This design comes from an exercise in tuning for small area on the open sky130 flow, not from production work. In this exercise RTL edits were held to simulation tests only and were not proved equivalent to the original. Power figures rest on the tool's default switching activity, not on a simulated workload.

== build 49 ==
// sidAudioPath
module sidAudioPath (
  input  logic                   clk,
  input  logic                   rst,
  input  logic                   sampleValid,
  input  sidPkg::voice_t         voice0,
  input  sidPkg::voice_t         voice1,
  input  sidPkg::voice_t         voice2,
  input  logic [7:0]             env0,
  input  logic [7:0]             env1,
  input  logic [7:0]             env2,
  input  logic [3-1:0] filterRoute,
  input  sidPkg::filterMode_t    mode,
  input  logic [15:0]            coef,
  input  logic [3:0]             volume,
  output sidPkg::sample_t        audioOut,
  output logic                   audioValid
);
==> module sidAudioPath, before the edit <==
module sidAudioPath (
  input  logic                   clk,
  input  logic                   rst,
  input  logic                   sampleValid,
  input  sidPkg::voice_t         voice0,
  input  sidPkg::voice_t         voice1,
  input  sidPkg::voice_t         voice2,
  input  logic [7:0]             env0,
  input  logic [7:0]             env1,
  input  logic [7:0]             env2,
  input  logic [3-1:0] filterRoute,
  input  sidPkg::filterMode_t    mode,
  input  logic [15:0]            coef,
  input  logic [3:0]             volume,
  output sidPkg::sample_t        audioOut,
  output logic                   audioValid
);
  logic [11:0] v0, v1, v2;
  logic [7:0]  e0, e1, e2;    
  logic [2:0]  route;
  logic signed [15:0] H;      
  logic signed [17:0] acc;    
  logic signed [15:0] lp;     
  localparam logic [2:0] PH_F = 3'd0, PH_FILT = 3'd1, PH_P = 3'd2, PH_D = 3'd3, PH_VOL = 3'd4;
  logic [2:0] ph;
  logic [2:0] sc;             
  logic [2:0] left;           
  logic       busy, accPend, cPend;    
  logic [2:0] rt;             
  logic [2:0] cand;           
  logic [2:0] vOne;           
  logic       inF, isX, inFilt, isP, inD, inVol, isVoice, run;
  logic       opFirst, voiceLast, accStep, filtLast, cStep;
  logic [2:0] filtPair;
  assign rt      = (filterRoute & {3{sampleValid}}) | (route & {3{~sampleValid}});
  assign cand    = left & ((ph == PH_D) ? ~rt : rt);
  assign vOne    = {cand[2] & ~cand[1] & ~cand[0], cand[1] & ~cand[0], cand[0]};
  assign isX     = (ph == PH_F) & (cand == 3'd0);
  assign inF     = (ph == PH_F) & ~isX;
  assign inFilt  = ph == PH_FILT;
  assign isP     = ph == PH_P;
  assign inD     = ph == PH_D;
  assign inVol   = ph == PH_VOL;
  assign isVoice = inF | inD;
  assign busy    = ~((ph == PH_F) & (sc == 3'd0) & (left == 3'b111));
  assign run     = busy | sampleValid;
  assign opFirst = sc == 3'd0;
  assign voiceLast = isVoice & (sc[1:0] == 2'd3);
  assign accStep = accPend;
  assign cStep   = cPend;
  assign filtLast = inFilt & (sc == 3'd7);
  assign filtPair = sc;
  always_ff @(posedge clk) begin
    if (rst | ~run) begin
      ph   <= PH_F;
      sc   <= '0;
      left <= 3'b111;
    end else begin
      sc      <= sc + 3'd1;
      if (voiceLast) begin
        left <= left & ~vOne;
        sc   <= '0;
        if ((cand & ~vOne) == 3'd0) ph <= inF ? PH_F : PH_VOL;
      end
      if (isX) begin
        ph <= PH_FILT;
        sc <= '0;
      end
      if (filtLast) ph <= PH_P;
      if (isP) begin
        ph <= ((left & ~route) == 3'd0) ? PH_VOL : PH_D;
        sc <= '0;
      end
      if (inVol & sc[0]) begin
        ph   <= PH_F;
        sc   <= '0;
        left <= 3'b111;
      end
    end
  end
  always_ff @(posedge clk) begin
    accPend    <= run & voiceLast;
    cPend      <= run & isP;
    audioValid <= ~rst & busy & inVol & sc[0];
  end
  logic signed [17:0] aOp, bOp, sum, res;
  logic               cin, zero, clipOn;
  logic signed [15:0] clip;
  assign zero   = rst | sampleValid;
  assign clipOn = ~accStep | inVol;
  always_comb begin
    aOp = (isP | zero) ? {{2{lp[15]}}, lp} : acc;
    bOp = '0;
    cin = 1'b0;
    if (zero | inFilt) begin
      bOp = ~{{2{lp[15]}}, lp};
      cin = 1'b1;
    end else if (accStep | isP) begin
      bOp = {{2{H[15]}}, H};
    end
  end
  rca #(18) aluAdd (.a(aOp), .b(bOp), .cin(cin), .s(sum));
  always_comb begin
    if (clipOn && !sum[17] && (sum[16] || sum[15]))      res = 18'sh07fff;
    else if (clipOn && sum[17] && !(sum[16] && sum[15])) res = -18'sh08000;
    else                                                 res = sum;
  end
  assign clip = res[15:0];
  logic [11:0]        vSel;
  logic [7:0]         eSel;
  logic signed [15:0] M;
  logic [1:0]         bits;
  logic signed [15:0] hEff;
  logic signed [17:0] mExt, row1, engSum;
  logic signed [15:0] engOut;
  logic [11:0] v0n, v1n, v2n;
  logic [7:0]  e0n, e1n, e2n;
  assign v0n = (voice0 & {12{sampleValid}}) | (v0 & {12{~sampleValid}});
  assign v1n = (voice1 & {12{sampleValid}}) | (v1 & {12{~sampleValid}});
  assign v2n = (voice2 & {12{sampleValid}}) | (v2 & {12{~sampleValid}});
  assign e0n = sampleValid ? {env0[1:0], env0[7:2]} : {e0[1:0], e0[7:2]};
  assign e1n = sampleValid ? {env1[1:0], env1[7:2]} : {e1[1:0], e1[7:2]};
  assign e2n = sampleValid ? {env2[1:0], env2[7:2]} : {e2[1:0], e2[7:2]};
  always_comb begin
    vSel = ({12{vOne[0]}} & v0n) | ({12{vOne[1]}} & v1n) | ({12{vOne[2]}} & v2n);
    eSel = ({8{vOne[0]}} & e0n) | ({8{vOne[1]}} & e1n) | ({8{vOne[2]}} & e2n);
  end
  always_comb begin
    if (inF)         bits = eSel[7:6];
    else if (inD)    bits = eSel[3:2];            
    else if (inFilt) bits = coef[2*filtPair +: 2];
    else if (inVol)  bits = sc[0] ? volume[3:2] : volume[1:0];
    else             bits = 2'b00;
  end
  assign M      = isVoice ? {vSel, 4'b0000} : clip;
  assign hEff   = opFirst ? 16'sd0 : H;
  assign mExt   = {{2{M[15]}}, M};
  rca #(18) engAdd1 (.a({{2{hEff[15]}}, hEff}), .b(bits[0] ? mExt : 18'sd0), .cin(1'b0), .s(row1));
  rca #(18) engAdd2 (.a(row1), .b(bits[1] ? {mExt[16:0], 1'b0} : 18'sd0), .cin(1'b0), .s(engSum));
  assign engOut = engSum[17:2];
  always_ff @(posedge clk) begin
    v0    <= v0n;
    v1    <= v1n;
    v2    <= v2n;
    if (sampleValid) route <= filterRoute;
    e0    <= e0n;
    e1    <= e1n;
    e2    <= e2n;
    H <= engOut;
  end
  always_ff @(posedge clk) begin
    if (sampleValid | accStep | (filtLast & (mode == 2'd2)) | (isP & (mode == 2'd1)) |
        (cStep & (mode[0] == mode[1]))) begin
      acc <= res;
    end
  end
  always_ff @(posedge clk) begin
    if (rst | isP) lp <= clip;
  end
  assign audioOut = H;
endmodule
Settings: LEC_CHECK=0, CAP_MARGIN=0, CORE_MARGIN=2, CORE_UTILIZATION=40, CTS_BUF_LIST=sky130_fd_sc_hd__clkbuf_4, SLEW_MARGIN=0; clock period 25.0 ns.
standard.sh (not shown) runs the stock make flow with config.mk's settings and CLKGATE_MAP_FILE= SYNTH_SCRIPT=/design/flow/synth_recipe.tcl, a recipe that flattens the netlist after the stock synthesis.
==> flow/flow/run.sh <==
#!/bin/bash
# Standard ORFS layout (standard.sh) with these changes:
#  - synthesis: flow/synth.tcl, the standard flow's synthesis script without the quick ABC pass before the
#    adder extraction and with an area-oriented final ABC
#    mapping (flow/area.abc); flip-flops are mapped before that step, as in the standard one
#  - port buffers use the smallest buffer, sky130_fd_sc_hd__buf_1 (every port is still buffered)
#  - clock tree synthesis with a clkbuf_8 root, clkbuf_4 leaves and no dummy loads
# The make output goes to flow_make.log; ORFS writes each tool's log under orfs/logs/.
set -euo pipefail
here=$(pwd)
export MY_ABC_SCRIPT="$here/flow/area.abc"
export BUFFER_PORTS_ARGS="-buffer_cell sky130_fd_sc_hd__buf_1"
export CTS_ARGS="-sink_clustering_enable -repair_clock_nets -root_buf sky130_fd_sc_hd__clkbuf_8 -buf_list sky130_fd_sc_hd__clkbuf_4 -dont_use_dummy_load"
bash standard.sh SYNTH_SCRIPT="$here/flow/synth.tcl" finish > flow_make.log 2>&1
==> flow/flow/area.abc <==
strash
dch
amap -m -F 8 -A 8
strash
dch
amap -m -F 8 -A 8
topo
dnsize -c
==> flow/flow/synth.tcl <==
# The standard flow's synthesis script (synth_recipe.tcl) with two changes to the combinational mapping:
#  - the fine stage of Yosys's synth runs without its quick ABC pass (-noabc), so that
#    extract_fa still finds the ripple adders' full adders;
#  - the final ABC technology mapping, which runs after the flip-flops are mapped, uses
#    flow/area.abc (area-oriented mapping with amap) in place of ORFS's delay-oriented script.
# The registers (names and cells) are the standard synthesis's.
proc synth {args} {
  if { [lsearch -exact $args fine:] >= 0 } { lappend args -noabc }
  yosys synth -nofsm -noshare {*}$args
}
proc abc {args} {
  set i [lsearch -exact $args -script]
  if { $i >= 0 } { lset args [expr {$i + 1}] $::env(MY_ABC_SCRIPT) }
  yosys abc {*}$args
}
source $::env(SCRIPTS_DIR)/synth.tcl
# left out here: clear keep_hierarchy, flatten, clean up, hide names made inside functions, write 1_2_yosys.v
Input changes introduced in trial 92 (baseline for comparison: build 49):
--- a/flow/design.v
+++ b/flow/design.v
@@ -40,5 +40,5 @@
   logic signed [17:0] acc;    
   logic signed [15:0] lp;     
-  localparam logic [2:0] PH_F = 3'd0, PH_FILT = 3'd1, PH_P = 3'd2, PH_D = 3'd3, PH_VOL = 3'd4;
+  localparam logic [2:0] PH_F = 3'd0, PH_FILT = 3'd1, PH_D = 3'd2, PH_VOL = 3'd3, PH_P = 3'd4;
   logic [2:0] ph;
   logic [2:0] sc;             
@@ -57,5 +57,5 @@
   assign inF     = (ph == PH_F) & ~isX;
   assign inFilt  = ph == PH_FILT;
-  assign isP     = ph == PH_P;
+  assign isP     = ph[2];       
   assign inD     = ph == PH_D;
   assign inVol   = ph == PH_VOL;
@@ -174,5 +174,6 @@
   end
   always_ff @(posedge clk) begin
-    if (rst | isP) lp <= clip;
+    if (rst)      lp <= '0;
+    else if (isP) lp <= clip;
   end
   assign audioOut = H;
==> results.txt <==
In the tables for trial 92 and build 49, worst setup slack reads higher with build 49. Build 49 reports its cell type taking the most area as registers while trial 92 reports multi-input combinational cells. There was hardly any difference in width of the chip between trial 92 and build 49. Trial 92 against build 49: die outline area ~0 delta; final wirelength +5.9%. Row power: trial 92 lower / build 49 higher. Build 49 reports its slowest stage cell on the critical path as sky130_fd_sc_hd__fa_1 while trial 92 reports sky130_fd_sc_hd__clkinv_1. Diff build 49 -> trial 92: iteration-0 DRC count of the detailed router decreased about 20%; cell-internal power has decreased; switching power summed over all nets went down about 35%; number of non-filler instances in the completed layout rose about 2%.

## separate check: timing with driven ports
The results above use ideal ports. As a check the final layouts listed here were re-extracted and re-timed, cells and wires unchanged. Step 1 (the two cells are an assumption about what drives the block):
set clk [get_ports {clk}]
set_driving_cell -lib_cell sky130_fd_sc_hd__clkbuf_16 $clk
set_driving_cell -lib_cell sky130_fd_sc_hd__buf_2 [delete_from_list [all_inputs] $clk]
Step 2 also shifts input and output timing later by t, the mid clock arrival at the registers, as if the neighbouring blocks saw the same clock. Three values: ideal ports, drivers, drivers and shift; two values: the first two.
| run | shift t [ns] | setup slack, ns | worst setup path after step 2 | worst data-port slew with drivers (ns) |
|---|---|---|---|---|
| build 49 | 0.433 | 2.379 / 2.394 / 1.960 | input to register | 0.06 |
| trial 92 | 0.431 | 1.669 / 1.683 / 1.252 | input to register | 0.05 |
After both steps every run listed still meets setup and hold. For build 49, which loses most, drivers alone change the setup slack by +0.015 ns; drivers and shift together by -0.419 ns.
